What follows belongs to an exercise in optimizing a design on an open flow for small area, a short achievable clock period and few clock cycles per item; a production flow would make more cautious choices. At most, simulation tests tie the RTL to the original design; equivalence was not proved. No functional check of the RTL was part of run 2.

`flow/design.v`:
```
`default_nettype none
module bch (
	input  logic        i_clk,
	input  logic        i_arst_n,
	input  logic        i_set,
	input  logic [63:0] i_data,
	output logic        o_ready,
	output logic        o_finish,
	output logic [9:0]  o_data
);
	function automatic [9:0] qsolve(input [9:0] x);
		qsolve[0] = 1'b0;
		qsolve[1] = x[2] ^ x[4] ^ x[7];
		qsolve[2] = x[3] ^ x[4] ^ x[6] ^ x[7];
		qsolve[3] = x[1] ^ x[2] ^ x[4] ^ x[6] ^ x[9];
		qsolve[4] = x[3] ^ x[6] ^ x[7] ^ x[8] ^ x[9];
		qsolve[5] = x[0] ^ x[3] ^ x[6] ^ x[7] ^ x[9];
		qsolve[6] = x[7] ^ x[9];
		qsolve[7] = x[8] ^ x[9];
		qsolve[8] = x[6] ^ x[7] ^ x[9];
		qsolve[9] = x[8];
	endfunction
	function automatic [4:0] t_inv32(input [4:0] x);
		t_inv32[0] = 32'hbd89b432 >> x;
		t_inv32[1] = 32'hba357164 >> x;
		t_inv32[2] = 32'h4c98f3e8 >> x;
		t_inv32[3] = 32'h8a7ba4d8 >> x;
		t_inv32[4] = 32'hed3a0d2c >> x;
	endfunction
	function automatic [4:0] t_l31(input [4:0] x);
		t_l31[0] = 32'h1afb9244 >> x;
		t_l31[1] = 32'hb7903954 >> x;
		t_l31[2] = 32'h2dd584d8 >> x;
		t_l31[3] = 32'ha37162ac >> x;
		t_l31[4] = 32'h7a6628f0 >> x;
	endfunction
	function automatic [5:0] t_l33(input [4:0] x);
		t_l33[0] = 32'h69555995 >> x;
		t_l33[1] = 32'hf0c300ff >> x;
		t_l33[2] = 32'h63be30a6 >> x;
		t_l33[3] = 32'h5e952365 >> x;
		t_l33[4] = 32'h56651daa >> x;
		t_l33[5] = 32'h8000 >> x;
	endfunction
	function automatic [5:0] t_l33m3(input [4:0] x);
		t_l33m3[0] = 32'h965a9a64 >> x;
		t_l33m3[1] = 32'hcf33fcc0 >> x;
		t_l33m3[2] = 32'h7a2e688c >> x;
		t_l33m3[3] = 32'ha6d66bb8 >> x;
		t_l33m3[4] = 32'h95996594 >> x;
		t_l33m3[5] = 32'h0 >> x;
	endfunction
	function automatic [4:0] t_sq(input [4:0] x);
		t_sq[0] = 32'ha3be4c2d >> x;
		t_sq[1] = 32'hb51df26 >> x;
		t_sq[2] = 32'h6a3be4c2 >> x;
		t_sq[3] = 32'h30b51df2 >> x;
		t_sq[4] = 32'h7c985a8e >> x;
	endfunction
	function automatic [4:0] t_ki(input [5:0] x);
		t_ki[0] = 64'h1237cfb12 >> x;
		t_ki[1] = 64'h13c2010f2 >> x;
		t_ki[2] = 64'h1779327ba >> x;
		t_ki[3] = 64'hc81b604c >> x;
		t_ki[4] = 64'h18e9fe5c6 >> x;
	endfunction
	function automatic [4:0] t_kt(input [5:0] x);
		t_kt[0] = 64'h1e7d8948d >> x;
		t_kt[1] = 64'h1008794f0 >> x;
		t_kt[2] = 64'h993dd5de >> x;
		t_kt[3] = 64'hdb026320 >> x;
		t_kt[4] = 64'hff2e363a >> x;
	endfunction
	function automatic [9:0] t_a(input [4:0] x);
		t_a[0] = 32'h4ccccccc >> x;
		t_a[1] = 32'h70f0f0f0 >> x;
		t_a[2] = 32'h7f00ff00 >> x;
		t_a[3] = 32'h7fff0000 >> x;
		t_a[4] = 32'h2aaaaaaa >> x;
		t_a[5] = 32'h4ccccccc >> x;
		t_a[6] = 32'h70f0f0f0 >> x;
		t_a[7] = 32'h7f00ff00 >> x;
		t_a[8] = 32'h7fff0000 >> x;
		t_a[9] = 32'h2aaaaaaa >> x;
	endfunction
	function automatic [9:0] t_b(input [5:0] x);
		t_b[0] = 64'h199999998 >> x;
		t_b[1] = 64'h1e1e1e1e0 >> x;
		t_b[2] = 64'h1fe01fe00 >> x;
		t_b[3] = 64'h1fffe0000 >> x;
		t_b[4] = 64'haaaaaaaa >> x;
		t_b[5] = 64'h66666666 >> x;
		t_b[6] = 64'h1e1e1e1e >> x;
		t_b[7] = 64'h1fe01fe >> x;
		t_b[8] = 64'h1fffe >> x;
		t_b[9] = 64'h155555554 >> x;
	endfunction
	function automatic [4:0] m32(input [4:0] a, input [4:0] b);
		logic [8:0] p;
		p = '0;
		for (int i = 0; i < 5; i++)
			if (b[i])
				p = p ^ (9'(a) << i);
		for (int i = 8; i >= 5; i--)
			if (p[i])
				p = p ^ (9'b100101 << (i - 5));
		m32 = p[4:0];
	endfunction
	function automatic [4:0] sq32(input [4:0] a);
		sq32 = m32(a, a);
	endfunction
	function automatic [4:0] add31(input [4:0] a, input [4:0] b);
		logic [4:0] kg0;
		logic [4:0] kp0;
		logic [4:0] kg1;
		logic [4:0] kp1;
		logic [4:0] kg2;
		logic [4:0] kp2;
		logic [4:0] kg3;
		logic [4:0] kp3;
		logic [4:0] h;
		logic c;
		kg0 = a & b;
		kp0 = a ^ b;
		h = kp0;
		kg1[0] = kg0[0];
		kp1[0] = kp0[0];
		kg1[1] = kg0[1] | (kp0[1] & kg0[0]);
		kp1[1] = kp0[1] & kp0[0];
		kg1[2] = kg0[2] | (kp0[2] & kg0[1]);
		kp1[2] = kp0[2] & kp0[1];
		kg1[3] = kg0[3] | (kp0[3] & kg0[2]);
		kp1[3] = kp0[3] & kp0[2];
		kg1[4] = kg0[4] | (kp0[4] & kg0[3]);
		kp1[4] = kp0[4] & kp0[3];
		kg2[0] = kg1[0];
		kp2[0] = kp1[0];
		kg2[1] = kg1[1];
		kp2[1] = kp1[1];
		kg2[2] = kg1[2] | (kp1[2] & kg1[0]);
		kp2[2] = kp1[2] & kp1[0];
		kg2[3] = kg1[3] | (kp1[3] & kg1[1]);
		kp2[3] = kp1[3] & kp1[1];
		kg2[4] = kg1[4] | (kp1[4] & kg1[2]);
		kp2[4] = kp1[4] & kp1[2];
		kg3[0] = kg2[0];
		kp3[0] = kp2[0];
		kg3[1] = kg2[1];
		kp3[1] = kp2[1];
		kg3[2] = kg2[2];
		kp3[2] = kp2[2];
		kg3[3] = kg2[3];
		kp3[3] = kp2[3];
		kg3[4] = kg2[4] | (kp2[4] & kg2[0]);
		kp3[4] = kp2[4] & kp2[0];
		c = kg3[4] | kp3[4];
		add31[0] = h[0] ^ c;
		add31[1] = h[1] ^ (kg3[0] | (kp3[0] & c));
		add31[2] = h[2] ^ (kg3[1] | (kp3[1] & c));
		add31[3] = h[3] ^ (kg3[2] | (kp3[2] & c));
		add31[4] = h[4] ^ (kg3[3] | (kp3[3] & c));
	endfunction
	function automatic [9:0] add1023(input [9:0] a, input [9:0] b);
		logic [9:0] kg0;
		logic [9:0] kp0;
		logic [9:0] kg1;
		logic [9:0] kp1;
		logic [9:0] kg2;
		logic [9:0] kp2;
		logic [9:0] kg3;
		logic [9:0] kp3;
		logic [9:0] kg4;
		logic [9:0] kp4;
		logic [9:0] h;
		logic c;
		kg0 = a & b;
		kp0 = a ^ b;
		h = kp0;
		kg1[0] = kg0[0];
		kp1[0] = kp0[0];
		kg1[1] = kg0[1] | (kp0[1] & kg0[0]);
		kp1[1] = kp0[1] & kp0[0];
		kg1[2] = kg0[2] | (kp0[2] & kg0[1]);
		kp1[2] = kp0[2] & kp0[1];
		kg1[3] = kg0[3] | (kp0[3] & kg0[2]);
		kp1[3] = kp0[3] & kp0[2];
		kg1[4] = kg0[4] | (kp0[4] & kg0[3]);
		kp1[4] = kp0[4] & kp0[3];
		kg1[5] = kg0[5] | (kp0[5] & kg0[4]);
		kp1[5] = kp0[5] & kp0[4];
		kg1[6] = kg0[6] | (kp0[6] & kg0[5]);
		kp1[6] = kp0[6] & kp0[5];
		kg1[7] = kg0[7] | (kp0[7] & kg0[6]);
		kp1[7] = kp0[7] & kp0[6];
		kg1[8] = kg0[8] | (kp0[8] & kg0[7]);
		kp1[8] = kp0[8] & kp0[7];
		kg1[9] = kg0[9] | (kp0[9] & kg0[8]);
		kp1[9] = kp0[9] & kp0[8];
		kg2[0] = kg1[0];
		kp2[0] = kp1[0];
		kg2[1] = kg1[1];
		kp2[1] = kp1[1];
		kg2[2] = kg1[2] | (kp1[2] & kg1[0]);
		kp2[2] = kp1[2] & kp1[0];
		kg2[3] = kg1[3] | (kp1[3] & kg1[1]);
		kp2[3] = kp1[3] & kp1[1];
		kg2[4] = kg1[4] | (kp1[4] & kg1[2]);
		kp2[4] = kp1[4] & kp1[2];
		kg2[5] = kg1[5] | (kp1[5] & kg1[3]);
		kp2[5] = kp1[5] & kp1[3];
		kg2[6] = kg1[6] | (kp1[6] & kg1[4]);
		kp2[6] = kp1[6] & kp1[4];
		kg2[7] = kg1[7] | (kp1[7] & kg1[5]);
		kp2[7] = kp1[7] & kp1[5];
		kg2[8] = kg1[8] | (kp1[8] & kg1[6]);
		kp2[8] = kp1[8] & kp1[6];
		kg2[9] = kg1[9] | (kp1[9] & kg1[7]);
		kp2[9] = kp1[9] & kp1[7];
		kg3[0] = kg2[0];
		kp3[0] = kp2[0];
		kg3[1] = kg2[1];
		kp3[1] = kp2[1];
		kg3[2] = kg2[2];
		kp3[2] = kp2[2];
		kg3[3] = kg2[3];
		kp3[3] = kp2[3];
		kg3[4] = kg2[4] | (kp2[4] & kg2[0]);
		kp3[4] = kp2[4] & kp2[0];
		kg3[5] = kg2[5] | (kp2[5] & kg2[1]);
		kp3[5] = kp2[5] & kp2[1];
		kg3[6] = kg2[6] | (kp2[6] & kg2[2]);
		kp3[6] = kp2[6] & kp2[2];
		kg3[7] = kg2[7] | (kp2[7] & kg2[3]);
		kp3[7] = kp2[7] & kp2[3];
		kg3[8] = kg2[8] | (kp2[8] & kg2[4]);
		kp3[8] = kp2[8] & kp2[4];
		kg3[9] = kg2[9] | (kp2[9] & kg2[5]);
		kp3[9] = kp2[9] & kp2[5];
		kg4[0] = kg3[0];
		kp4[0] = kp3[0];
		kg4[1] = kg3[1];
		kp4[1] = kp3[1];
		kg4[2] = kg3[2];
		kp4[2] = kp3[2];
		kg4[3] = kg3[3];
		kp4[3] = kp3[3];
		kg4[4] = kg3[4];
		kp4[4] = kp3[4];
		kg4[5] = kg3[5];
		kp4[5] = kp3[5];
		kg4[6] = kg3[6];
		kp4[6] = kp3[6];
		kg4[7] = kg3[7];
		kp4[7] = kp3[7];
		kg4[8] = kg3[8] | (kp3[8] & kg3[0]);
		kp4[8] = kp3[8] & kp3[0];
		kg4[9] = kg3[9] | (kp3[9] & kg3[1]);
		kp4[9] = kp3[9] & kp3[1];
		c = kg4[9] | kp4[9];
		add1023[0] = h[0] ^ c;
		add1023[1] = h[1] ^ (kg4[0] | (kp4[0] & c));
		add1023[2] = h[2] ^ (kg4[1] | (kp4[1] & c));
		add1023[3] = h[3] ^ (kg4[2] | (kp4[2] & c));
		add1023[4] = h[4] ^ (kg4[3] | (kp4[3] & c));
		add1023[5] = h[5] ^ (kg4[4] | (kp4[4] & c));
		add1023[6] = h[6] ^ (kg4[5] | (kp4[5] & c));
		add1023[7] = h[7] ^ (kg4[6] | (kp4[6] & c));
		add1023[8] = h[8] ^ (kg4[7] | (kp4[7] & c));
		add1023[9] = h[9] ^ (kg4[8] | (kp4[8] & c));
	endfunction
	function automatic lt10(input [9:0] a, input [9:0] bn);
		logic [9:0] kg0;
		logic [9:0] kp0;
		logic [9:0] kg1;
		logic [9:0] kp1;
		logic [9:0] kg2;
		logic [9:0] kp2;
		logic [9:0] kg3;
		logic [9:0] kp3;
		logic [9:0] kg4;
		logic [9:0] kp4;
		logic [9:0] h;
		logic [9:0] b;
		logic c;
		b = ~bn;
		kg0 = a & b;
		kp0 = a ^ b;
		h = kp0;
		kg1[0] = kg0[0];
		kp1[0] = kp0[0];
		kg1[1] = kg0[1] | (kp0[1] & kg0[0]);
		kp1[1] = kp0[1] & kp0[0];
		kg1[2] = kg0[2] | (kp0[2] & kg0[1]);
		kp1[2] = kp0[2] & kp0[1];
		kg1[3] = kg0[3] | (kp0[3] & kg0[2]);
		kp1[3] = kp0[3] & kp0[2];
		kg1[4] = kg0[4] | (kp0[4] & kg0[3]);
		kp1[4] = kp0[4] & kp0[3];
		kg1[5] = kg0[5] | (kp0[5] & kg0[4]);
		kp1[5] = kp0[5] & kp0[4];
		kg1[6] = kg0[6] | (kp0[6] & kg0[5]);
		kp1[6] = kp0[6] & kp0[5];
		kg1[7] = kg0[7] | (kp0[7] & kg0[6]);
		kp1[7] = kp0[7] & kp0[6];
		kg1[8] = kg0[8] | (kp0[8] & kg0[7]);
		kp1[8] = kp0[8] & kp0[7];
		kg1[9] = kg0[9] | (kp0[9] & kg0[8]);
		kp1[9] = kp0[9] & kp0[8];
		kg2[0] = kg1[0];
		kp2[0] = kp1[0];
		kg2[1] = kg1[1];
		kp2[1] = kp1[1];
		kg2[2] = kg1[2] | (kp1[2] & kg1[0]);
		kp2[2] = kp1[2] & kp1[0];
		kg2[3] = kg1[3] | (kp1[3] & kg1[1]);
		kp2[3] = kp1[3] & kp1[1];
		kg2[4] = kg1[4] | (kp1[4] & kg1[2]);
		kp2[4] = kp1[4] & kp1[2];
		kg2[5] = kg1[5] | (kp1[5] & kg1[3]);
		kp2[5] = kp1[5] & kp1[3];
		kg2[6] = kg1[6] | (kp1[6] & kg1[4]);
		kp2[6] = kp1[6] & kp1[4];
		kg2[7] = kg1[7] | (kp1[7] & kg1[5]);
		kp2[7] = kp1[7] & kp1[5];
		kg2[8] = kg1[8] | (kp1[8] & kg1[6]);
		kp2[8] = kp1[8] & kp1[6];
		kg2[9] = kg1[9] | (kp1[9] & kg1[7]);
		kp2[9] = kp1[9] & kp1[7];
		kg3[0] = kg2[0];
		kp3[0] = kp2[0];
		kg3[1] = kg2[1];
		kp3[1] = kp2[1];
		kg3[2] = kg2[2];
		kp3[2] = kp2[2];
		kg3[3] = kg2[3];
		kp3[3] = kp2[3];
		kg3[4] = kg2[4] | (kp2[4] & kg2[0]);
		kp3[4] = kp2[4] & kp2[0];
		kg3[5] = kg2[5] | (kp2[5] & kg2[1]);
		kp3[5] = kp2[5] & kp2[1];
		kg3[6] = kg2[6] | (kp2[6] & kg2[2]);
		kp3[6] = kp2[6] & kp2[2];
		kg3[7] = kg2[7] | (kp2[7] & kg2[3]);
		kp3[7] = kp2[7] & kp2[3];
		kg3[8] = kg2[8] | (kp2[8] & kg2[4]);
		kp3[8] = kp2[8] & kp2[4];
		kg3[9] = kg2[9] | (kp2[9] & kg2[5]);
		kp3[9] = kp2[9] & kp2[5];
		kg4[0] = kg3[0];
		kp4[0] = kp3[0];
		kg4[1] = kg3[1];
		kp4[1] = kp3[1];
		kg4[2] = kg3[2];
		kp4[2] = kp3[2];
		kg4[3] = kg3[3];
		kp4[3] = kp3[3];
		kg4[4] = kg3[4];
		kp4[4] = kp3[4];
		kg4[5] = kg3[5];
		kp4[5] = kp3[5];
		kg4[6] = kg3[6];
		kp4[6] = kp3[6];
		kg4[7] = kg3[7];
		kp4[7] = kp3[7];
		kg4[8] = kg3[8] | (kp3[8] & kg3[0]);
		kp4[8] = kp3[8] & kp3[0];
		kg4[9] = kg3[9] | (kp3[9] & kg3[1]);
		kp4[9] = kp3[9] & kp3[1];
		lt10 = !(kg4[9] | kp4[9]);
	endfunction
	function automatic [6:0] a6(input [5:0] a, input [5:0] b);
		logic [5:0] kg0;
		logic [5:0] kp0;
		logic [5:0] kg1;
		logic [5:0] kp1;
		logic [5:0] kg2;
		logic [5:0] kp2;
		logic [5:0] kg3;
		logic [5:0] kp3;
		logic [5:0] h;
		logic c;
		kg0 = a & b;
		kp0 = a ^ b;
		h = kp0;
		kg1[0] = kg0[0];
		kp1[0] = kp0[0];
		kg1[1] = kg0[1] | (kp0[1] & kg0[0]);
		kp1[1] = kp0[1] & kp0[0];
		kg1[2] = kg0[2] | (kp0[2] & kg0[1]);
		kp1[2] = kp0[2] & kp0[1];
		kg1[3] = kg0[3] | (kp0[3] & kg0[2]);
		kp1[3] = kp0[3] & kp0[2];
		kg1[4] = kg0[4] | (kp0[4] & kg0[3]);
		kp1[4] = kp0[4] & kp0[3];
		kg1[5] = kg0[5] | (kp0[5] & kg0[4]);
		kp1[5] = kp0[5] & kp0[4];
		kg2[0] = kg1[0];
		kp2[0] = kp1[0];
		kg2[1] = kg1[1];
		kp2[1] = kp1[1];
		kg2[2] = kg1[2] | (kp1[2] & kg1[0]);
		kp2[2] = kp1[2] & kp1[0];
		kg2[3] = kg1[3] | (kp1[3] & kg1[1]);
		kp2[3] = kp1[3] & kp1[1];
		kg2[4] = kg1[4] | (kp1[4] & kg1[2]);
		kp2[4] = kp1[4] & kp1[2];
		kg2[5] = kg1[5] | (kp1[5] & kg1[3]);
		kp2[5] = kp1[5] & kp1[3];
		kg3[0] = kg2[0];
		kp3[0] = kp2[0];
		kg3[1] = kg2[1];
		kp3[1] = kp2[1];
		kg3[2] = kg2[2];
		kp3[2] = kp2[2];
		kg3[3] = kg2[3];
		kp3[3] = kp2[3];
		kg3[4] = kg2[4] | (kp2[4] & kg2[0]);
		kp3[4] = kp2[4] & kp2[0];
		kg3[5] = kg2[5] | (kp2[5] & kg2[1]);
		kp3[5] = kp2[5] & kp2[1];
		a6[0] = h[0];
		a6[1] = h[1] ^ kg3[0];
		a6[2] = h[2] ^ kg3[1];
		a6[3] = h[3] ^ kg3[2];
		a6[4] = h[4] ^ kg3[3];
		a6[5] = h[5] ^ kg3[4];
		a6[6] = kg3[5];
	endfunction
	function automatic [7:0] a7(input [6:0] a, input [6:0] b);
		logic [6:0] kg0;
		logic [6:0] kp0;
		logic [6:0] kg1;
		logic [6:0] kp1;
		logic [6:0] kg2;
		logic [6:0] kp2;
		logic [6:0] kg3;
		logic [6:0] kp3;
		logic [6:0] h;
		logic c;
		kg0 = a & b;
		kp0 = a ^ b;
		h = kp0;
		kg1[0] = kg0[0];
		kp1[0] = kp0[0];
		kg1[1] = kg0[1] | (kp0[1] & kg0[0]);
		kp1[1] = kp0[1] & kp0[0];
		kg1[2] = kg0[2] | (kp0[2] & kg0[1]);
		kp1[2] = kp0[2] & kp0[1];
		kg1[3] = kg0[3] | (kp0[3] & kg0[2]);
		kp1[3] = kp0[3] & kp0[2];
		kg1[4] = kg0[4] | (kp0[4] & kg0[3]);
		kp1[4] = kp0[4] & kp0[3];
		kg1[5] = kg0[5] | (kp0[5] & kg0[4]);
		kp1[5] = kp0[5] & kp0[4];
		kg1[6] = kg0[6] | (kp0[6] & kg0[5]);
		kp1[6] = kp0[6] & kp0[5];
		kg2[0] = kg1[0];
		kp2[0] = kp1[0];
		kg2[1] = kg1[1];
		kp2[1] = kp1[1];
		kg2[2] = kg1[2] | (kp1[2] & kg1[0]);
		kp2[2] = kp1[2] & kp1[0];
		kg2[3] = kg1[3] | (kp1[3] & kg1[1]);
		kp2[3] = kp1[3] & kp1[1];
		kg2[4] = kg1[4] | (kp1[4] & kg1[2]);
		kp2[4] = kp1[4] & kp1[2];
		kg2[5] = kg1[5] | (kp1[5] & kg1[3]);
		kp2[5] = kp1[5] & kp1[3];
		kg2[6] = kg1[6] | (kp1[6] & kg1[4]);
		kp2[6] = kp1[6] & kp1[4];
		kg3[0] = kg2[0];
		kp3[0] = kp2[0];
		kg3[1] = kg2[1];
		kp3[1] = kp2[1];
		kg3[2] = kg2[2];
		kp3[2] = kp2[2];
		kg3[3] = kg2[3];
		kp3[3] = kp2[3];
		kg3[4] = kg2[4] | (kp2[4] & kg2[0]);
		kp3[4] = kp2[4] & kp2[0];
		kg3[5] = kg2[5] | (kp2[5] & kg2[1]);
		kp3[5] = kp2[5] & kp2[1];
		kg3[6] = kg2[6] | (kp2[6] & kg2[2]);
		kp3[6] = kp2[6] & kp2[2];
		a7[0] = h[0];
		a7[1] = h[1] ^ kg3[0];
		a7[2] = h[2] ^ kg3[1];
		a7[3] = h[3] ^ kg3[2];
		a7[4] = h[4] ^ kg3[3];
		a7[5] = h[5] ^ kg3[4];
		a7[6] = h[6] ^ kg3[5];
		a7[7] = kg3[6];
	endfunction
	function automatic [5:0] add33(input [5:0] x, input [5:0] y);
		logic [5:0] sv;
		logic [5:0] cv;
		logic [6:0] s;
		logic [7:0] t;
		sv = x ^ y ^ 6'd31;
		cv = (x & y) | ((x | y) & 6'd31);
		s  = a6(x, y);
		t  = a7({1'b0, sv}, {cv, 1'b0});   
		add33 = t[6] ? t[5:0] : s[5:0];
	endfunction
	logic       busy;
	logic       rdy;
	logic [3:0] cnt;
	logic       last;
	logic       fin;
	assign o_ready = rdy;
	assign last    = busy && (cnt == 4'd15);
	always_ff @(posedge i_clk or negedge i_arst_n) begin
		if (!i_arst_n) begin
			busy   <= 1'b0;
			rdy    <= 1'b1;
			cnt    <= '0;
			fin    <= 1'b0;
		end else begin
			fin    <= last;
			cnt    <= cnt + 1'b1;
			if (!busy) begin
				cnt  <= 4'd1;
				busy <= i_set;
				rdy  <= !i_set;
			end else if (last) begin
				busy <= 1'b0;
				rdy  <= 1'b1;
			end
		end
	end
	logic [63:0] dm;
	logic [9:0]  acc1;
	logic [9:0]  acc3;
	logic [9:0]  fb1;
	logic [9:0]  fb3;
	assign dm  = {i_data[63] && !last, i_data[62:0]};   
	assign fb1 = busy ? acc1 : 10'd0;
	assign fb3 = busy ? acc3 : 10'd0;
	logic [333:0] sx;
	assign sx[0] = dm[5] ^ dm[53];
	assign sx[1] = dm[34] ^ dm[52];
	assign sx[2] = dm[33] ^ dm[46];
	assign sx[3] = dm[7] ^ dm[60];
	assign sx[4] = dm[27] ^ dm[29];
	assign sx[5] = dm[54] ^ dm[57];
	assign sx[6] = dm[17] ^ dm[58];
	assign sx[7] = dm[10] ^ dm[37];
	assign sx[8] = dm[31] ^ dm[62];
	assign sx[9] = dm[0] ^ dm[20];
	assign sx[10] = dm[14] ^ dm[55];
	assign sx[11] = dm[11] ^ dm[48];
	assign sx[12] = dm[1] ^ dm[56];
	assign sx[13] = dm[23] ^ sx[0];
	assign sx[14] = dm[15] ^ sx[3];
	assign sx[15] = dm[12] ^ dm[38];
	assign sx[16] = dm[36] ^ dm[45];
	assign sx[17] = dm[24] ^ dm[61];
	assign sx[18] = dm[9] ^ dm[18];
	assign sx[19] = dm[49] ^ dm[51];
	assign sx[20] = dm[35] ^ dm[59];
	assign sx[21] = dm[4] ^ sx[8];
	assign sx[22] = dm[6] ^ sx[6];
	assign sx[23] = dm[3] ^ sx[7];
	assign sx[24] = dm[21] ^ sx[2];
	assign sx[25] = sx[1] ^ sx[4];
	assign sx[26] = dm[13] ^ sx[5];
	assign sx[27] = dm[47] ^ sx[12];
	assign sx[28] = fb3[7] ^ dm[43];
	assign sx[29] = dm[16] ^ dm[26];
	assign sx[30] = dm[42] ^ sx[10];
	assign sx[31] = sx[9] ^ sx[11];
	assign sx[32] = dm[40] ^ sx[18];
	assign sx[33] = sx[13] ^ sx[20];
	assign sx[34] = sx[14] ^ sx[15];
	assign sx[35] = fb3[4] ^ fb3[5];
	assign sx[36] = fb3[8] ^ dm[22];
	assign sx[37] = dm[19] ^ dm[44];
	assign sx[38] = dm[2] ^ dm[50];
	assign sx[39] = fb3[9] ^ sx[17];
	assign sx[40] = sx[19] ^ sx[25];
	assign sx[41] = fb1[4] ^ dm[28];
	assign sx[42] = fb1[7] ^ dm[43];
	assign sx[43] = dm[30] ^ dm[32];
	assign sx[44] = fb3[6] ^ dm[39];
	assign sx[45] = fb3[3] ^ sx[28];
	assign sx[46] = dm[48] ^ sx[21];
	assign sx[47] = sx[16] ^ sx[27];
	assign sx[48] = sx[23] ^ sx[29];
	assign sx[49] = sx[16] ^ sx[24];
	assign sx[50] = dm[20] ^ sx[26];
	assign sx[51] = sx[31] ^ sx[34];
	assign sx[52] = dm[25] ^ dm[47];
	assign sx[53] = fb1[5] ^ dm[53];
	assign sx[54] = dm[22] ^ dm[41];
	assign sx[55] = fb1[1] ^ dm[18];
	assign sx[56] = dm[32] ^ dm[56];
	assign sx[57] = fb3[2] ^ dm[34];
	assign sx[58] = dm[8] ^ sx[36];
	assign sx[59] = fb1[3] ^ sx[1];
	assign sx[60] = fb1[6] ^ sx[41];
	assign sx[61] = sx[19] ^ sx[35];
	assign sx[62] = dm[33] ^ sx[11];
	assign sx[63] = dm[40] ^ sx[0];
	assign sx[64] = sx[4] ^ sx[32];
	assign sx[65] = dm[3] ^ sx[22];
	assign sx[66] = fb3[0] ^ sx[39];
	assign sx[67] = sx[9] ^ sx[33];
	assign sx[68] = dm[59] ^ sx[46];
	assign sx[69] = dm[29] ^ sx[33];
	assign sx[70] = fb1[9] ^ sx[40];
	assign sx[71] = dm[0] ^ dm[28];
	assign sx[72] = dm[25] ^ dm[54];
	assign sx[73] = fb1[4] ^ dm[8];
	assign sx[74] = fb1[0] ^ dm[61];
	assign sx[75] = fb1[3] ^ dm[12];
	assign sx[76] = dm[14] ^ dm[15];
	assign sx[77] = fb3[1] ^ dm[17];
	assign sx[78] = fb3[8] ^ dm[44];
	assign sx[79] = dm[19] ^ dm[46];
	assign sx[80] = fb1[2] ^ dm[30];
	assign sx[81] = dm[42] ^ dm[63];
	assign sx[82] = dm[26] ^ dm[39];
	assign sx[83] = dm[16] ^ dm[24];
	assign sx[84] = fb3[9] ^ dm[51];
	assign sx[85] = fb1[2] ^ dm[7];
	assign sx[86] = dm[58] ^ sx[38];
	assign sx[87] = sx[2] ^ sx[17];
	assign sx[88] = sx[37] ^ sx[81];
	assign sx[89] = sx[6] ^ sx[12];
	assign sx[90] = sx[8] ^ sx[43];
	assign sx[91] = dm[11] ^ sx[10];
	assign sx[92] = fb1[8] ^ sx[55];
	assign sx[93] = dm[60] ^ sx[54];
	assign sx[94] = dm[2] ^ sx[52];
	assign sx[95] = sx[42] ^ sx[74];
	assign sx[96] = sx[15] ^ sx[53];
	assign sx[97] = sx[35] ^ sx[84];
	assign sx[98] = sx[38] ^ sx[76];
	assign sx[99] = sx[2] ^ sx[28];
	assign sx[100] = sx[5] ^ sx[37];
	assign sx[101] = sx[14] ^ sx[88];
	assign sx[102] = sx[22] ^ sx[57];
	assign sx[103] = dm[1] ^ sx[25];
	assign sx[104] = sx[60] ^ sx[92];
	assign sx[105] = sx[27] ^ sx[30];
	assign sx[106] = dm[9] ^ sx[63];
	assign sx[107] = sx[26] ^ sx[45];
	assign sx[108] = dm[13] ^ sx[89];
	assign sx[109] = dm[4] ^ sx[30];
	assign sx[110] = sx[30] ^ sx[79];
	assign sx[111] = dm[26] ^ sx[61];
	assign sx[112] = sx[13] ^ sx[32];
	assign sx[113] = sx[39] ^ sx[58];
	assign sx[114] = dm[5] ^ sx[24];
	assign sx[115] = sx[59] ^ sx[87];
	assign sx[116] = sx[62] ^ sx[95];
	assign sx[117] = dm[45] ^ sx[21];
	assign sx[118] = sx[48] ^ sx[93];
	assign sx[119] = sx[34] ^ sx[112];
	assign sx[120] = dm[38] ^ sx[50];
	assign sx[121] = sx[47] ^ sx[91];
	assign sx[122] = sx[56] ^ sx[64];
	assign sx[123] = dm[14] ^ sx[65];
	assign sx[124] = sx[66] ^ sx[102];
	assign sx[125] = sx[49] ^ sx[73];
	assign sx[126] = dm[35] ^ sx[50];
	assign sx[127] = sx[31] ^ sx[49];
	assign sx[128] = dm[41] ^ sx[51];
	assign sx[129] = sx[42] ^ sx[70];
	assign sx[130] = sx[69] ^ sx[104];
	assign sx[131] = dm[57] ^ sx[68];
	assign sx[132] = sx[67] ^ sx[122];
	assign sx[133] = sx[51] ^ sx[82];
	assign sx[134] = dm[0] ^ dm[16];
	assign sx[135] = dm[36] ^ sx[72];
	assign sx[136] = sx[75] ^ sx[134];
	assign sx[137] = sx[13] ^ sx[24];
	assign sx[138] = sx[60] ^ sx[90];
	assign sx[139] = sx[135] ^ sx[136];
	assign sx[140] = sx[101] ^ sx[137];
	assign sx[141] = sx[138] ^ sx[139];
	assign sx[142] = sx[70] ^ sx[123];
	assign sx[143] = sx[140] ^ sx[141];
	assign sx[144] = sx[142] ^ sx[143];
	assign sx[145] = dm[49] ^ dm[52];
	assign sx[146] = sx[41] ^ sx[145];
	assign sx[147] = sx[22] ^ sx[146];
	assign sx[148] = sx[105] ^ sx[116];
	assign sx[149] = sx[147] ^ sx[119];
	assign sx[150] = sx[126] ^ sx[148];
	assign sx[151] = sx[149] ^ sx[150];
	assign sx[152] = fb1[0] ^ fb1[9];
	assign sx[153] = dm[2] ^ dm[22];
	assign sx[154] = dm[31] ^ sx[43];
	assign sx[155] = sx[152] ^ sx[153];
	assign sx[156] = sx[14] ^ sx[23];
	assign sx[157] = sx[26] ^ sx[154];
	assign sx[158] = sx[155] ^ sx[115];
	assign sx[159] = sx[156] ^ sx[157];
	assign sx[160] = sx[121] ^ sx[158];
	assign sx[161] = sx[159] ^ sx[130];
	assign sx[162] = sx[160] ^ sx[161];
	assign sx[163] = fb1[4] ^ dm[10];
	assign sx[164] = dm[50] ^ sx[55];
	assign sx[165] = sx[80] ^ sx[163];
	assign sx[166] = sx[100] ^ sx[164];
	assign sx[167] = sx[165] ^ sx[114];
	assign sx[168] = sx[117] ^ sx[166];
	assign sx[169] = sx[167] ^ sx[168];
	assign sx[170] = sx[129] ^ sx[133];
	assign sx[171] = sx[169] ^ sx[170];
	assign sx[172] = fb1[8] ^ dm[37];
	assign sx[173] = sx[3] ^ sx[29];
	assign sx[174] = sx[53] ^ sx[80];
	assign sx[175] = sx[172] ^ sx[22];
	assign sx[176] = sx[173] ^ sx[174];
	assign sx[177] = sx[47] ^ sx[115];
	assign sx[178] = sx[175] ^ sx[176];
	assign sx[179] = sx[68] ^ sx[120];
	assign sx[180] = sx[177] ^ sx[178];
	assign sx[181] = sx[179] ^ sx[180];
	assign sx[182] = dm[3] ^ dm[52];
	assign sx[183] = sx[182] ^ sx[108];
	assign sx[184] = sx[110] ^ sx[183];
	assign sx[185] = sx[130] ^ sx[133];
	assign sx[186] = sx[184] ^ sx[185];
	assign sx[187] = dm[37] ^ dm[39];
	assign sx[188] = sx[18] ^ sx[38];
	assign sx[189] = sx[54] ^ sx[71];
	assign sx[190] = sx[72] ^ sx[85];
	assign sx[191] = sx[187] ^ sx[96];
	assign sx[192] = sx[188] ^ sx[189];
	assign sx[193] = sx[190] ^ sx[65];
	assign sx[194] = sx[191] ^ sx[192];
	assign sx[195] = sx[121] ^ sx[193];
	assign sx[196] = sx[194] ^ sx[129];
	assign sx[197] = sx[195] ^ sx[196];
	assign sx[198] = fb1[1] ^ dm[27];
	assign sx[199] = sx[198] ^ sx[32];
	assign sx[200] = sx[59] ^ sx[96];
	assign sx[201] = sx[98] ^ sx[48];
	assign sx[202] = sx[108] ^ sx[199];
	assign sx[203] = sx[200] ^ sx[125];
	assign sx[204] = sx[201] ^ sx[202];
	assign sx[205] = sx[131] ^ sx[203];
	assign sx[206] = sx[204] ^ sx[205];
	assign sx[207] = fb1[6] ^ dm[25];
	assign sx[208] = dm[51] ^ dm[52];
	assign sx[209] = sx[7] ^ sx[10];
	assign sx[210] = sx[83] ^ sx[85];
	assign sx[211] = sx[207] ^ sx[208];
	assign sx[212] = sx[86] ^ sx[100];
	assign sx[213] = sx[209] ^ sx[210];
	assign sx[214] = sx[211] ^ sx[212];
	assign sx[215] = sx[213] ^ sx[125];
	assign sx[216] = sx[214] ^ sx[132];
	assign sx[217] = sx[215] ^ sx[216];
	assign sx[218] = fb1[5] ^ dm[8];
	assign sx[219] = dm[13] ^ dm[17];
	assign sx[220] = sx[56] ^ sx[75];
	assign sx[221] = sx[218] ^ sx[219];
	assign sx[222] = sx[220] ^ sx[221];
	assign sx[223] = sx[40] ^ sx[106];
	assign sx[224] = sx[109] ^ sx[116];
	assign sx[225] = sx[222] ^ sx[118];
	assign sx[226] = sx[223] ^ sx[224];
	assign sx[227] = sx[225] ^ sx[226];
	assign sx[228] = dm[30] ^ dm[54];
	assign sx[229] = dm[62] ^ sx[77];
	assign sx[230] = sx[228] ^ sx[23];
	assign sx[231] = sx[27] ^ sx[58];
	assign sx[232] = sx[99] ^ sx[229];
	assign sx[233] = sx[40] ^ sx[101];
	assign sx[234] = sx[230] ^ sx[231];
	assign sx[235] = sx[232] ^ sx[67];
	assign sx[236] = sx[233] ^ sx[234];
	assign sx[237] = sx[235] ^ sx[236];
	assign sx[238] = dm[46] ^ sx[0];
	assign sx[239] = sx[43] ^ sx[78];
	assign sx[240] = sx[21] ^ sx[238];
	assign sx[241] = sx[239] ^ sx[47];
	assign sx[242] = sx[48] ^ sx[64];
	assign sx[243] = sx[240] ^ sx[124];
	assign sx[244] = sx[241] ^ sx[242];
	assign sx[245] = sx[128] ^ sx[243];
	assign sx[246] = sx[244] ^ sx[245];
	assign sx[247] = fb3[5] ^ dm[21];
	assign sx[248] = dm[37] ^ dm[50];
	assign sx[249] = sx[52] ^ sx[247];
	assign sx[250] = sx[248] ^ sx[63];
	assign sx[251] = sx[90] ^ sx[249];
	assign sx[252] = sx[103] ^ sx[107];
	assign sx[253] = sx[113] ^ sx[250];
	assign sx[254] = sx[251] ^ sx[252];
	assign sx[255] = sx[253] ^ sx[128];
	assign sx[256] = sx[254] ^ sx[255];
	assign sx[257] = dm[10] ^ dm[36];
	assign sx[258] = dm[58] ^ sx[1];
	assign sx[259] = sx[29] ^ sx[44];
	assign sx[260] = sx[257] ^ sx[61];
	assign sx[261] = sx[94] ^ sx[258];
	assign sx[262] = sx[259] ^ sx[110];
	assign sx[263] = sx[113] ^ sx[260];
	assign sx[264] = sx[261] ^ sx[119];
	assign sx[265] = sx[262] ^ sx[263];
	assign sx[266] = sx[131] ^ sx[264];
	assign sx[267] = sx[265] ^ sx[266];
	assign sx[268] = fb3[7] ^ dm[11];
	assign sx[269] = dm[28] ^ dm[53];
	assign sx[270] = dm[62] ^ sx[18];
	assign sx[271] = sx[37] ^ sx[44];
	assign sx[272] = sx[268] ^ sx[269];
	assign sx[273] = sx[86] ^ sx[270];
	assign sx[274] = sx[271] ^ sx[272];
	assign sx[275] = sx[66] ^ sx[103];
	assign sx[276] = sx[273] ^ sx[274];
	assign sx[277] = sx[118] ^ sx[126];
	assign sx[278] = sx[275] ^ sx[276];
	assign sx[279] = sx[277] ^ sx[278];
	assign sx[280] = fb3[2] ^ dm[7];
	assign sx[281] = dm[27] ^ sx[6];
	assign sx[282] = sx[36] ^ sx[44];
	assign sx[283] = sx[71] ^ sx[83];
	assign sx[284] = sx[280] ^ sx[45];
	assign sx[285] = sx[281] ^ sx[282];
	assign sx[286] = sx[283] ^ sx[46];
	assign sx[287] = sx[105] ^ sx[114];
	assign sx[288] = sx[284] ^ sx[285];
	assign sx[289] = sx[286] ^ sx[287];
	assign sx[290] = sx[288] ^ sx[289];
	assign sx[291] = dm[1] ^ dm[6];
	assign sx[292] = dm[24] ^ dm[27];
	assign sx[293] = dm[32] ^ dm[39];
	assign sx[294] = sx[3] ^ sx[20];
	assign sx[295] = sx[78] ^ sx[291];
	assign sx[296] = sx[292] ^ sx[293];
	assign sx[297] = sx[23] ^ sx[97];
	assign sx[298] = sx[294] ^ sx[295];
	assign sx[299] = sx[296] ^ sx[107];
	assign sx[300] = sx[109] ^ sx[297];
	assign sx[301] = sx[298] ^ sx[127];
	assign sx[302] = sx[299] ^ sx[300];
	assign sx[303] = sx[301] ^ sx[302];
	assign sx[304] = sx[5] ^ sx[45];
	assign sx[305] = sx[94] ^ sx[106];
	assign sx[306] = sx[111] ^ sx[304];
	assign sx[307] = sx[124] ^ sx[127];
	assign sx[308] = sx[305] ^ sx[306];
	assign sx[309] = sx[307] ^ sx[308];
	assign sx[310] = fb3[0] ^ fb3[3];
	assign sx[311] = fb3[6] ^ dm[21];
	assign sx[312] = dm[32] ^ dm[42];
	assign sx[313] = dm[45] ^ dm[60];
	assign sx[314] = sx[7] ^ sx[17];
	assign sx[315] = sx[36] ^ sx[77];
	assign sx[316] = sx[310] ^ sx[311];
	assign sx[317] = sx[312] ^ sx[313];
	assign sx[318] = sx[62] ^ sx[98];
	assign sx[319] = sx[314] ^ sx[315];
	assign sx[320] = sx[316] ^ sx[317];
	assign sx[321] = sx[111] ^ sx[318];
	assign sx[322] = sx[319] ^ sx[320];
	assign sx[323] = sx[69] ^ sx[120];
	assign sx[324] = sx[321] ^ sx[322];
	assign sx[325] = sx[323] ^ sx[324];
	assign sx[326] = fb3[1] ^ dm[12];
	assign sx[327] = sx[44] ^ sx[57];
	assign sx[328] = sx[326] ^ sx[97];
	assign sx[329] = sx[99] ^ sx[327];
	assign sx[330] = sx[117] ^ sx[328];
	assign sx[331] = sx[329] ^ sx[123];
	assign sx[332] = sx[330] ^ sx[132];
	assign sx[333] = sx[331] ^ sx[332];
	always_ff @(posedge i_clk) begin
		acc1[0] <= sx[144];
		acc1[1] <= sx[151];
		acc1[2] <= sx[162];
		acc1[3] <= sx[171];
		acc1[4] <= sx[181];
		acc1[5] <= sx[186];
		acc1[6] <= sx[197];
		acc1[7] <= sx[206];
		acc1[8] <= sx[217];
		acc1[9] <= sx[227];
		acc3[0] <= sx[237];
		acc3[1] <= sx[246];
		acc3[2] <= sx[256];
		acc3[3] <= sx[267];
		acc3[4] <= sx[279];
		acc3[5] <= sx[290];
		acc3[6] <= sx[303];
		acc3[7] <= sx[309];
		acc3[8] <= sx[325];
		acc3[9] <= sx[333];
	end
	logic [8:0] st;       
	logic [4:0] r_31;     
	logic [5:0] r_33;
	logic [9:0] lin;      
	logic [9:0] lx;
	logic [4:0] qt;       
	logic [4:0] qn;       
	logic       qbz;      
	logic [4:0] raw31;
	logic [5:0] raw33;
	logic [5:0] m3_33;
	assign lx = fin ? acc1 : lin;
	logic [4:0] opa;
	logic [4:0] op1b;
	logic [4:0] op2b;
	logic [4:0] esq;
	assign esq  = t_sq(r_31);
	assign opa  = st[2] ? esq : lx[4:0];
	assign op1b = st[2] ? t_ki(r_33) : t_inv32(lx[9:5]);
	assign op2b = st[2] ? t_kt(r_33) : lx[9:5];
	always_ff @(posedge i_clk) begin
		qt  <= m32(opa, op1b);
		qn  <= m32(opa, op2b) ^ (st[2] ? 5'd0 : (sq32(lx[4:0]) ^ sq32(lx[9:5])));
		qbz <= (lx[9:5] == 5'd0);
	end
	assign raw31 = t_l31(qn);
	assign raw33 = qbz ? 6'd0 : t_l33(qt);
	assign m3_33 = qbz ? 6'd0 : t_l33m3(qt);
	logic [4:0] r1_31;    
	logic [5:0] r1_33;
	logic [4:0] op31;
	logic [5:0] op33;
	logic       s1z;      
	logic       s3z;      
	logic       single;
	logic       nosol;    
	logic       sgl_n;
	logic [9:0] p;
	logic [9:0] p1;
	logic [9:0] od;
	logic       of;
	logic [1:0] ocnt;
	logic       od_lt;
	logic       empty;
	always_ff @(posedge i_clk or negedge i_arst_n) begin
		if (!i_arst_n) begin
			st <= '0;
		end else begin
			st <= {st[7:0], fin};
		end
	end
	assign op31 = st[0] ? {raw31[3:0], raw31[4]} : st[1] ? ~r_31 : r1_31;
	assign op33 = st[1] ? r_33 : r1_33;
	assign sgl_n = !s3z && (r_31 == 5'd0) && (r_33 == 6'd0);
	logic [9:0] exq;
	logic       sglq;
	assign exq = {qt, qn};
	always_ff @(posedge i_clk) begin
		sglq <= sgl_n;
	end
	assign p     = add1023(t_a(r_31), t_b(r_33));
	assign od_lt = lt10(od, p1);
	assign empty = s1z || (!single && nosol);
	always_ff @(posedge i_clk) begin
		if (fin) begin
			s1z <= (acc1 == 10'd0);
			lin <= acc3;
		end else if (st[3]) begin
			lin <= sglq ? 10'd1 : s3z ? 10'd32 : (qsolve(exq) ^ 10'd32);
		end else begin
			lin <= lin ^ 10'd1;
		end
		if (st[0]) begin
			s3z   <= (lin == 10'd0);
			r1_31 <= raw31;
			r1_33 <= raw33;
		end
		if (st[3]) begin
			single <= sglq;
			nosol  <= !s3z && ^(exq & 10'd288);
		end
		r_31 <= add31(raw31, op31);
		if (st[0])
			r_33 <= m3_33;
		else
			r_33 <= add33(raw33, op33);
		if (st[6] || (st[8] && !od_lt))
			p1 <= st[6] ? p : od;
	end
	assign o_finish = of;
	assign o_data   = od;
	always_ff @(posedge i_clk or negedge i_arst_n) begin
		if (!i_arst_n) begin
			of   <= 1'b0;
			ocnt <= '0;
		end else begin
			if (st[8]) begin
				of   <= 1'b1;
				ocnt <= empty ? 2'd0 : single ? 2'd1 : 2'd2;
			end else if (of) begin
				if (ocnt == 2'd0)
					of <= 1'b0;
				else
					ocnt <= ocnt - 1'b1;
			end
		end
	end
	always_ff @(posedge i_clk) begin
		if (st[7]) begin
			od <= p;
		end else if (st[8]) begin
			if (empty)
				od <= 10'd1023;
			else if (single || !od_lt)
				od <= p1;
		end else if (ocnt == 2'd2) begin
			od <= p1;
		end else begin
			od <= 10'd1023;
		end
	end
endmodule
`default_nettype wire
```
`flow/flow/run.sh`:
```
#!/bin/bash
# Standard layout, but the port buffers are sky130_fd_sc_hd__buf_4 instead of the delay
# buffer buffer_ports picks by default. Everything else is the standard flow's own flow (standard.sh).
set -euo pipefail
bash standard.sh "BUFFER_PORTS_ARGS=-buffer_cell sky130_fd_sc_hd__buf_4" finish > standard.log 2>&1
```
`flow/standard.sh`:
```
#!/bin/bash
# synth_recipe.tcl (not shown) runs the flow's synth.tcl, then flattens the netlist and writes it again
# the make line also repeats each setting of config.mk as NAME=value (left out here)
make -C /OpenROAD-flow-scripts/flow DESIGN_CONFIG=/design/flow/config.mk WORK_HOME=/design/flow/orfs CLKGATE_MAP_FILE= SYNTH_SCRIPT=/design/flow/synth_recipe.tcl "${@:-finish}"
```
`flow/config.mk`:
```
export PLATFORM = sky130hd
export DESIGN_NAME = bch
export DESIGN_NICKNAME = bch
export VERILOG_FILES = /design/flow/design.v
export SDC_FILE = /design/flow/constraint.sdc
export NUM_CORES = 4
export LEC_CHECK = 0
export ABC_AREA = 1
export CAP_MARGIN = 20
export CORE_MARGIN = 2
export CORE_UTILIZATION = 40
export SETUP_SLACK_MARGIN = 3.4
export SLEW_MARGIN = 20
```
`flow/constraint.sdc`:
```
create_clock -name core_clock -period 6.5 [get_ports {i_clk}]
set_input_delay 1.3000 -clock core_clock [delete_from_list [all_inputs] [get_ports {i_clk}]]
set_output_delay 1.3000 -clock core_clock [all_outputs]
set_load 0.01 [all_outputs]
```
==> results list, run 1 <==
- The worst setup path is of the reg -> reg kind.
- The detailed router finished its first iteration with 813 violations.
- Top-level I/O count: 79
- For this design, the slowest cell found on the critical path is sky130_fd_sc_hd__dfxtp_4.
- Number of antenna violations at the first check in global routing: 0
- Data on the critical path is required at its endpoint by 6.74 ns.
* Instance area at placement: 14300 um2
- The routed design could run at a clock period as short as 3.14 ns.
* Final setup violation count: 0
* Post-layout nets: 2189
* Slew at the pin closest to its max-slew limit: 0.887 ns
- Across the run, the number of max-cap violations was 0.
- In this run, synthesis produced a sequential element count of 107.
- Capturing element type of the critical path: flip-flop
* Critical Path, Cell by Cell: clkinvlp_4 -> ha_4 -> nand2_4 -> inv_4 -> nor2_4 -> nand2_4 -> a21oi_4 -> nor3_4 -> ha_4 -> inv_4 -> ha_4 -> a21oi_2 -> nand2_1 -> inv_1 -> o21bai_1 -> a21oi_1 -> nand2_1 -> nand2_4 -> inv_4 -> o211ai_1 -> o41ai_1
* Reg2reg setup slack: 3.36 ns
- 0 antenna diodes ended up in the layout.
* Endpoint with the worst hold slack: st[6]$_DFF_PN0_
* DR WL/cell: 16.7 um
* Proportion of netlist area held by the largest area contributor: 16.7%
- Of all nets on the critical path, the largest fanout is 6.
- Filler Cell Count: 3279
* Top delay family on crit path: simple AND/OR/NAND/NOR gates
* Source-to-sink clock delay at the later pin of the worst-skew pair: 0.36 ns
- Post-route setup slack: 3.36 ns
* Synthesized cell area: 13300 um2
- Area growth from synthesis to layout: 16.4%
* Number of enable flip-flop cells after synthesis: 44
- Net count of the mapped netlist: 2094
* Post-route DRC: 0
- RD Place Congestion: 1.02
* Count of different cell masters after synthesis: 55
- CTS Hold Bufs: 0
* Most common library cells after synthesis: sky130_fd_sc_hd__nand2_1, sky130_fd_sc_hd__inv_1, sky130_fd_sc_hd__xor2_1, sky130_fd_sc_hd__nand3_1, sky130_fd_sc_hd__nor2_1
* Peak Freq: 318 MHz
- Vias post-DR: 12700
* Slew Limit Headroom: 40.6%
* DP HPWL: 33300 um
- Hold timing on the final database bottoms out at a slack of 0.352 ns.
- For this run, the number of Yosys warnings is 1.
- Maximum number of pins on one net before global-route repair: 32
- The die is 186 um wide.
* Top post-synthesis cells by area: sky130_fd_sc_hd__nand2_1, sky130_fd_sc_hd__xor2_1, sky130_fd_sc_hd__edfxtp_1
- PortBufs: 78
* Number of sinks handled by clock tree synthesis: 107
- By instance count, the leading cell after synthesis is sky130_fd_sc_hd__nand2_1.
* Max incr delay on CP: 0.38 ns
- Across every metal layer, demand over resource in global routing totals 24.2%.
* Yosys top cell by area: sky130_fd_sc_hd__nand2_1
- For the final database, setup skew stands at 0.0178 ns.
- The critical path contains buffers and inverters numbering 5 combined.
* Synth Area per Inst: 6.83 um2
* Sum of negative setup slack: 0 ns
* Worst slack at placement: 2.84 ns
- Layout cell share with drive strength beyond 1: 16.7%
- The endpoint identified for the worst register-to-register timing path is r_33[2]$_DFF_P_.
- Final routed wirelength across all metal layers: 41600 um
- FF-to-FF path depth: 21
- Clock tree from TritonCTS: yes
* Clock transition at path regs: 0.08 ns
- CTS H-tree depth: 3
- Grt ovf: 0
- Share of async-settable or async-resettable flops after synthesis: 17.8%
- Vert. Die Dim: 186 um
- Share of the cycle needed by the critical path after routing: 48.4%
* Worst EP arrival: 3.38 ns
* Routed vias/inst: 5.09
- The die covers 34600 um2.
* Classification of the worst-slack hold path: reg -> reg
* Number of global-route vias before repair: 12200
* Outcome: finished clean
- The worst setup path is launched from a flip-flop.
* Share of synthesized area occupied by flip-flops and latches: 20.2%
- The initial utilization of the core area, before any placement, comes to 40.7%.
- The detail route stage leaves a number of antenna-violating nets equal to 0.
* Total CTS buffers: 9
- Number of max-slew violations in the final report: 0
- Root Driver: sky130_fd_sc_hd__clkbuf_16
- Setup repair after global routing missed its margin: true
- In this run the critical register-to-register path is launched from qt[0]$_DFF_P_.
- In this run the deepest clock path goes through 2 buffers.
- Along the worst hold path, the cell count comes to 0.
- The initialized floorplan defines 66 standard-cell rows.
- The first global-routing pass estimated 64900 um of wire.
- Final count of hold timing violations: 0
* Core footprint: 32600 um2
- Min-Delay Startpoint: st[5]$_DFF_PN0_
- After technology mapping, the gate count stands at 1943.
- After routing the design area is 15400 um2.
* Most instantiated flip-flop cell in the synthesis netlist: sky130_fd_sc_hd__edfxtp_1
- 1st-pass router iterations: 6
==> through the flow <==
step | utilization, % | cells
3_3_place_gp | 43.7 | 2425
3_5_place_dp | 43.7 | 2425
2_1_floorplan | - | 1943
5_1_grt | 47.3 | 2485
4_1_cts | 45.6 | 2457
6_report | 47.3 | 2485
==> worst max-delay path by stage <==
stage / from / end / depth (start not counted)
finish: qt[0]$_DFF_P_ / r_33[2]$_DFF_P_ / 21
detailed placement: qn[2]$_DFF_P_ / r_31[1]$_DFF_P_ / 18
global placement: qn[2]$_DFF_P_ / r_31[1]$_DFF_P_ / 18
global route: qt[0]$_DFF_P_ / r_33[2]$_DFF_P_ / 21
floorplan: qn[0]$_DFF_P_ / r_31[1]$_DFF_P_ / 19
CTS: qn[2]$_DFF_P_ / r_31[1]$_DFF_P_ / 18
==> per-layer routing <==
layer  wire length (um)  up-vias  global-route usage, %  share of wire [%]
met5                  0        -                      0                  0
met4               1240        0                   7.65                3.0
met3               1960       64                   2.45                4.7
met2              20200      422                   43.3                 49
met1              18200     5839                   30.5                 44
li1                   -     6330                      -                  -
==> layout by cell type, fill, tap and decap left out, types with 7 or more instances in the layout <==
master                        n
sky130_fd_sc_hd__nor2_1     104
sky130_fd_sc_hd__nand2_2     31
sky130_fd_sc_hd__o211ai_1    11
sky130_fd_sc_hd__nand3b_1    11
sky130_fd_sc_hd__inv_2       22
sky130_fd_sc_hd__buf_4      121
sky130_fd_sc_hd__nand2_4      8
sky130_fd_sc_hd__xor2_1     202
sky130_fd_sc_hd__xnor2_1    103
sky130_fd_sc_hd__xnor2_2     11
sky130_fd_sc_hd__nand2_1    578
sky130_fd_sc_hd__nor3_1       8
sky130_fd_sc_hd__inv_1      198
sky130_fd_sc_hd__xor2_2      24
sky130_fd_sc_hd__edfxtp_1    44
sky130_fd_sc_hd__o21ai_2     11
sky130_fd_sc_hd__dfxtp_4     12
sky130_fd_sc_hd__clkbuf_16    9
sky130_fd_sc_hd__ha_4        14
sky130_fd_sc_hd__o31ai_1      8
sky130_fd_sc_hd__ha_1        65
sky130_fd_sc_hd__dfxtp_1     27
sky130_fd_sc_hd__a21oi_2      7
sky130_fd_sc_hd__a21oi_1     50
sky130_fd_sc_hd__o21ai_0     59
sky130_fd_sc_hd__nor4_1       9
sky130_fd_sc_hd__nand3_1    144
sky130_fd_sc_hd__dfrtp_1     16
sky130_fd_sc_hd__inv_4        8
sky130_fd_sc_hd__o21ai_1     17
==> logic make-up (layout without fill, tap and decap cells) <==
kind of cell | after synthesis | in the layout | share of synthesized area (%)
muxes | 1 | 1 | 0.0755
DFF | 107 | 107 | 20.2
and+or+nand+nor | 925 | 926 | 29.1
buffers and inverters | 277 | 376 | 8.39
xor gates and xnor gates | 345 | 345 | 25.1
adders and majority gates | 84 | 84 | 8.10
AOI/OAI and AO/OA | 204 | 204 | 8.99
==> worst reg2reg max path, cell delays in order (launching register included) <==
cell                         delay (ns)
sky130_fd_sc_hd__dfxtp_4           0.38
sky130_fd_sc_hd__clkinvlp_4        0.12
sky130_fd_sc_hd__ha_4              0.32
sky130_fd_sc_hd__nand2_4           0.08
sky130_fd_sc_hd__inv_4             0.08
sky130_fd_sc_hd__nor2_4            0.04
sky130_fd_sc_hd__nand2_4           0.09
sky130_fd_sc_hd__a21oi_4           0.06
sky130_fd_sc_hd__nor3_4            0.25
sky130_fd_sc_hd__ha_4              0.26
sky130_fd_sc_hd__inv_4             0.07
sky130_fd_sc_hd__ha_4              0.20
sky130_fd_sc_hd__a21oi_2           0.11
sky130_fd_sc_hd__nand2_1           0.08
sky130_fd_sc_hd__inv_1             0.07
sky130_fd_sc_hd__o21bai_1          0.06
sky130_fd_sc_hd__a21oi_1           0.16
sky130_fd_sc_hd__nand2_1           0.11
sky130_fd_sc_hd__nand2_4           0.14
sky130_fd_sc_hd__inv_4             0.07
sky130_fd_sc_hd__o211ai_1          0.20
sky130_fd_sc_hd__o41ai_1           0.10
==> flip-flops by register name, indices dropped and copies added (netlist names), 2 cells and up <==
name   count
acc3      10
r1_31      5
qt         5
st         9
lin       10
ocnt       2
acc1      10
r1_33      6
r_31       5
qn         5
p1        10
od        10
r_33       6
cnt        4
==> final cells by class <==
type	instances	area (um2)	area share [%]
clock buffer	11	243	1.57
clock inverter	5	45.0	0.292
inverter	235	920	5.96
multi-input combinational	1560	9990	64.7
sequential	107	2730	17.7
tap	442	553	3.58
timing repair buffer	125	962	6.23
==> repair_timing <==
action | 4_1_cts | 5_1_grt
buffers inserted | 16 | 27
gates cloned | 0 | 1
endpoints found under the setup margin | 35 | 43
pin swaps | 12 | 39
gates resized for setup | 59 | 99
Testbench counts, summed over its fixed seeds: cycles 3,169, items 192.
==> inputs of run 2 (changes only) <==
--- a/flow/design.v
+++ b/flow/design.v
@@ -893,7 +893,7 @@
 		acc3[8] <= sx[325];
 		acc3[9] <= sx[333];
 	end
-	logic [8:0] st;       
+	logic [10:0] st;      
 	logic [4:0] r_31;     
 	logic [5:0] r_33;
 	logic [9:0] lin;      
@@ -910,17 +910,23 @@
 	logic [4:0] op2b;
 	logic [4:0] esq;
 	assign esq  = t_sq(r_31);
-	assign opa  = st[2] ? esq : lx[4:0];
-	assign op1b = st[2] ? t_ki(r_33) : t_inv32(lx[9:5]);
-	assign op2b = st[2] ? t_kt(r_33) : lx[9:5];
+	assign opa  = st[3] ? esq : lx[4:0];
+	assign op1b = st[3] ? t_ki(r_33) : t_inv32(lx[9:5]);
+	assign op2b = st[3] ? t_kt(r_33) : lx[9:5];
 	always_ff @(posedge i_clk) begin
 		qt  <= m32(opa, op1b);
-		qn  <= m32(opa, op2b) ^ (st[2] ? 5'd0 : (sq32(lx[4:0]) ^ sq32(lx[9:5])));
+		qn  <= m32(opa, op2b) ^ (st[3] ? 5'd0 : (sq32(lx[4:0]) ^ sq32(lx[9:5])));
 		qbz <= (lx[9:5] == 5'd0);
 	end
 	assign raw31 = t_l31(qn);
 	assign raw33 = qbz ? 6'd0 : t_l33(qt);
 	assign m3_33 = qbz ? 6'd0 : t_l33m3(qt);
+	logic [4:0] x31;
+	logic [5:0] x33;
+	always_ff @(posedge i_clk) begin
+		x31 <= raw31;
+		x33 <= st[0] ? m3_33 : raw33;
+	end
 	logic [4:0] r1_31;    
 	logic [5:0] r1_33;
 	logic [4:0] op31;
@@ -941,11 +947,11 @@
 		if (!i_arst_n) begin
 			st <= '0;
 		end else begin
-			st <= {st[7:0], fin};
+			st <= {st[9:0], fin};
 		end
 	end
-	assign op31 = st[0] ? {raw31[3:0], raw31[4]} : st[1] ? ~r_31 : r1_31;
-	assign op33 = st[1] ? r_33 : r1_33;
+	assign op31 = st[1] ? {x31[3:0], x31[4]} : st[2] ? ~r_31 : r1_31;
+	assign op33 = st[1] ? 6'd0 : st[2] ? r_33 : r1_33;
 	assign sgl_n = !s3z && (r_31 == 5'd0) && (r_33 == 6'd0);
 	logic [9:0] exq;
 	logic       sglq;
@@ -960,7 +966,7 @@
 		if (fin) begin
 			s1z <= (acc1 == 10'd0);
 			lin <= acc3;
-		end else if (st[3]) begin
+		end else if (st[4]) begin
 			lin <= sglq ? 10'd1 : s3z ? 10'd32 : (qsolve(exq) ^ 10'd32);
 		end else begin
 			lin <= lin ^ 10'd1;
@@ -970,17 +976,14 @@
 			r1_31 <= raw31;
 			r1_33 <= raw33;
 		end
-		if (st[3]) begin
+		if (st[4]) begin
 			single <= sglq;
 			nosol  <= !s3z && ^(exq & 10'd288);
 		end
-		r_31 <= add31(raw31, op31);
-		if (st[0])
-			r_33 <= m3_33;
-		else
-			r_33 <= add33(raw33, op33);
-		if (st[6] || (st[8] && !od_lt))
-			p1 <= st[6] ? p : od;
+		r_31 <= add31(x31, op31);
+		r_33 <= add33(x33, op33);
+		if (st[8] || (st[10] && !od_lt))
+			p1 <= st[8] ? p : od;
 	end
 	assign o_finish = of;
 	assign o_data   = od;
@@ -989,7 +992,7 @@
 			of   <= 1'b0;
 			ocnt <= '0;
 		end else begin
-			if (st[8]) begin
+			if (st[10]) begin
 				of   <= 1'b1;
 				ocnt <= empty ? 2'd0 : single ? 2'd1 : 2'd2;
 			end else if (of) begin
@@ -1001,9 +1004,9 @@
 		end
 	end
 	always_ff @(posedge i_clk) begin
-		if (st[7]) begin
+		if (st[9]) begin
 			od <= p;
-		end else if (st[8]) begin
+		end else if (st[10]) begin
 			if (empty)
 				od <= 10'd1023;
 			else if (single || !od_lt)
--- a/flow/config.mk
+++ b/flow/config.mk
@@ -9,5 +9,5 @@
 export CAP_MARGIN = 20
 export CORE_MARGIN = 2
 export CORE_UTILIZATION = 40
-export SETUP_SLACK_MARGIN = 3.4
+export SETUP_SLACK_MARGIN = 3.6
 export SLEW_MARGIN = 20
==> results list, run 2 <==
- Port buffering added 78 buffers.
- Number of enable flip-flop cells after synthesis: 44
- Before antenna repair, the detailed router went through 5 iterations.
- In this design, the critical path's most frequently occurring cell is sky130_fd_sc_hd__nand2_1.
* Number of global-route vias before repair: 11900
- Yosys top cell by area: sky130_fd_sc_hd__nand2_1
- Share of the cycle needed by the critical path after routing: 43.9%
- The worst hold path was traced through 0 stages.
* Sum of negative setup slack: 0 ns
- The die is 187 um tall.
- Grt ovf: 0
- Core footprint: 33300 um2
* Commonest cells after routing, fill and taps aside: sky130_fd_sc_hd__nand2_1, sky130_fd_sc_hd__xor2_1, sky130_fd_sc_hd__inv_1
- Number of synthesized register bits: 120
- Area growth from synthesis to layout: 17.8%
- Post-route setup slack: 3.65 ns
- Counting both buffers and inverters, the worst setup path holds a total of 1.
- Non-filler instance count after layout: 2439
* Number of sinks handled by clock tree synthesis: 120
- Xor/xnor share of the synthesized area: 25.5%
- Clock tree from TritonCTS: yes
- RD Place Congestion: 0.947
- Slew Limit Headroom: 44.4%
- Among all cell types in the netlist, the one instantiated most often is sky130_fd_sc_hd__nand2_1.
* Setup repair after global routing missed its margin: true
- Total Die Area: 35000 um2
- Vias post-DR: 12300
- Final count of hold timing violations: 0
- Summing all placed instances gives a cell area of 14300 um2.
* Number of max-slew violations in the final report: 0
- Die X-Extent: 187 um
* Peak Freq: 350 MHz
- The first global-routing pass estimated 63200 um of wire.
- TritonCTS created 17 clock buffers.
* Category of the worst setup path launch point: primary input
- The worst setup path is captured at a flip-flop.
* Classification of the worst-slack hold path: reg -> reg
- Count of different cell masters after synthesis: 57
- Once placement completed, the tool counted placed cells totaling 2371.
- Max-cap violations in this run came to 0.
- Of all nets on the critical path, the largest fanout is 3.
- Remaining antenna violation count after routing: 0
- GRT Util Overall: 22.8%
- The layout has 3371 filler cells.
- After the first detailed-routing iteration, the DRC count stood at 900.
- Post-route DRC: 0
* Outcome: finished clean
- Clock-pin slew was measured on the worst setup and hold paths at 0.06 ns.
- Required time at the worst-slack endpoint: 6.82 ns
* Layout cell share with drive strength beyond 1: 17.2%
- Antenna diodes: 0
* Largest family of logic cells by synthesized area: simple AND/OR/NAND/NOR gates
* Routed vias/inst: 5.04
* Synthesized cell area: 13400 um2
- Source-to-sink clock delay at the later pin of the worst-skew pair: 0.43 ns
* Count of standard-cell rows: 67
- The number of antenna violations at the first check in global routing was 0.
- Proportion of netlist area held by the largest area contributor: 13.9%
- By count the netlist is led by sky130_fd_sc_hd__nand2_1, sky130_fd_sc_hd__xor2_1, sky130_fd_sc_hd__inv_1, sky130_fd_sc_hd__nand3_1, sky130_fd_sc_hd__nor2_1.
- Warning count from the yosys run: 1
- Top post-synthesis cells by area: sky130_fd_sc_hd__nand2_1, sky130_fd_sc_hd__xor2_1, sky130_fd_sc_hd__edfxtp_1
- On the worst path, the slowest cell contributes a delay of 0.36 ns.
- The longest clock path from root to sink contains 2 buffers.
- Multiplexer cells account for 0.0747% of the synthesized area.
* Cell depth of the worst setup path: 11
* Share of synthesized area occupied by flip-flops and latches: 22.0%
- Data arrives at the worst endpoint at 3.18 ns.
- Root Driver: sky130_fd_sc_hd__clkbuf_16
- DP HPWL: 32300 um
- The signal on the critical path passes through buf_4 -> or2_1 -> nand2_1 -> nand2_1 -> nand2_1 -> xnor2_1 -> xor2_1 -> xor2_2 -> or2_1 -> nand3b_1 -> nand2_1.
- Summing the areas of all fa, ha and maj instances in the mapped netlist gives 8.01% of the synthesized area.
- Final setup violation count: 0
- Synth Area per Inst: 7.10 um2
- Timing analysis after detailed placement gives a worst setup slack of 2.97 ns.
- The routed design has 40500 um of wire.
- Summing all non-filler instances in the final layout gives an area of 15800 um2.
- Area fraction in compound gates after synthesis: 9.25%
- Slew at the pin closest to its max-slew limit: 0.831 ns
- After the last flow step, the layout net total stands at 2129.
- Most frequent standard cell in the layout excluding fill and tap cells: sky130_fd_sc_hd__nand2_1
* Initial standard-cell utilization of the core: 40.2%
- st holds more flip-flops than any other register.
- Synthesized netlist cell count: 1886
- Entering global routing, the biggest net connects 31 pins.
- Measured in cells, the most critical reg-to-reg path has a length of 23.
- The register with the most flip-flops in the layout has 11 of them.
- Net count of the mapped netlist: 2037
* CTS H-tree depth: 4
- By startpoint and endpoint, the worst setup path is classified as in -> reg.
* Share of async-settable or async-resettable flops after synthesis: 17.5%
* DR WL/cell: 16.6 um
- The routed design could run at a clock period as short as 2.85 ns.
- Top-level I/O count: 79
- Of the total synthesized cell area, the portion taken by AND, OR, NAND and NOR gates is 27.3%.
- For this design, the slowest cell found on the critical path is sky130_fd_sc_hd__xor2_1.
* Clock skew after layout: 0.0139 ns
* Top delay family on crit path: simple AND/OR/NAND/NOR gates
* Most instantiated flip-flop cell in the synthesis netlist: sky130_fd_sc_hd__dfxtp_1
-- run 2: timing repair --
item                                    CTS  global route
pin swaps                                 7            20
resized for setup                        48            88
setup buffers                            16            18
endpoints found under the setup margin   40            55
cloned                                    0             2
hold buffers                              0             0
-- run 2: area by class of cell --
class                      count  area (um2)  share of cell area, %
sequential                   120        2990                   19.0
timing repair buffer         115         913                   5.79
multi-input combinational   1508        9830                   62.3
clock buffer                  24         546                   3.46
inverter                     216         846                   5.36
clock inverter                 8        81.3                  0.516
tap                          448         561                   3.55
-- run 2: path summary, 6_finish.rpt --
| kind | from | endpoint | slack (ns) |
|---|---|---|---|
| max | i_data[18] | acc1[7]$_DFF_P_ | 3.65 |
| min | st[6]$_DFF_PN0_ | st[7]$_DFF_PN0_ | 0.35 |
| max reg2reg | r_33[0]$_DFF_P_ | p1[7]$_DFFE_PP_ | 3.65 |
| min reg2reg | st[6]$_DFF_PN0_ | st[7]$_DFF_PN0_ | 0.35 |
| max in group asynchronous | i_arst_n | rdy$_DFFE_PN1P_ | 5.48 |
| min in group asynchronous | i_arst_n | cnt[2]$_DFF_PN0_ | 0.75 |
-- run 2: metrics by stage --
stage	util [%]	hold WS, ns
floorplan	-	0.331
global placement	43.1	0.333
detailed placement	43.1	0.336
CTS	45.8	0.354
global route	47.4	0.359
finish	47.4	0.350
-- run 2: kinds of logic after synthesis --
logic type      Yosys count
compound gates          214
xor+xnor                357
fa+ha+maj                84
buf+inv                 259
flops                   120
mux                       1
simple gates            851
-- run 2: per-layer routing --
metal / track usage, % / up-vias / share of wire (%)
li1: - / 6185 / -
met1: 27.5 / 5646 / 42
met2: 41.1 / 401 / 50
met3: 2.59 / 69 / 4.3
met4: 9.25 / 0 / 3.4
met5: 0 / - / 0
-- run 2: worst reg2reg max path, delay by kind of cell, from the launching register on --
kind,cells,cell delay (ns)
AND/OR/NAND/NOR,12,1.02
buffers and inverters,5,0.28
adder cells (fa/ha/maj),2,0.51
flip-flops,1,0.36
AO/OA/AOI/OAI,4,0.44

separate check: timing with driven ports:
How much do the figures lean on ideal ports? The routed layouts below were timed once more, with nothing changed but the port constraints.
Step 1, drivers: a clkbuf_16 drives i_clk and a buf_2 each remaining input, both assumed.
Step 2, shift: input delay + t, output delay - t, t = (earliest + latest rising clock arrival at the registers) / 2. This alone moves slack from input paths to output paths.
Slacks: ideal / step 1 / step 2; pairs: ideal / step 1.
run | t (ns) | setup slack, ns | worst setup path after step 2 | pins driven straight from the clock port
run 1 | 0.400 | 3.357 / 3.357 / 3.154 | input to register | 1
run 2 | 0.467 | 3.645 / 3.654 / 3.197 | input to register | 1
After both steps every run listed still meets setup and hold. The setup slack of run 2, which loses most, moves by +0.009 ns with the drivers and by -0.448 ns with both steps.
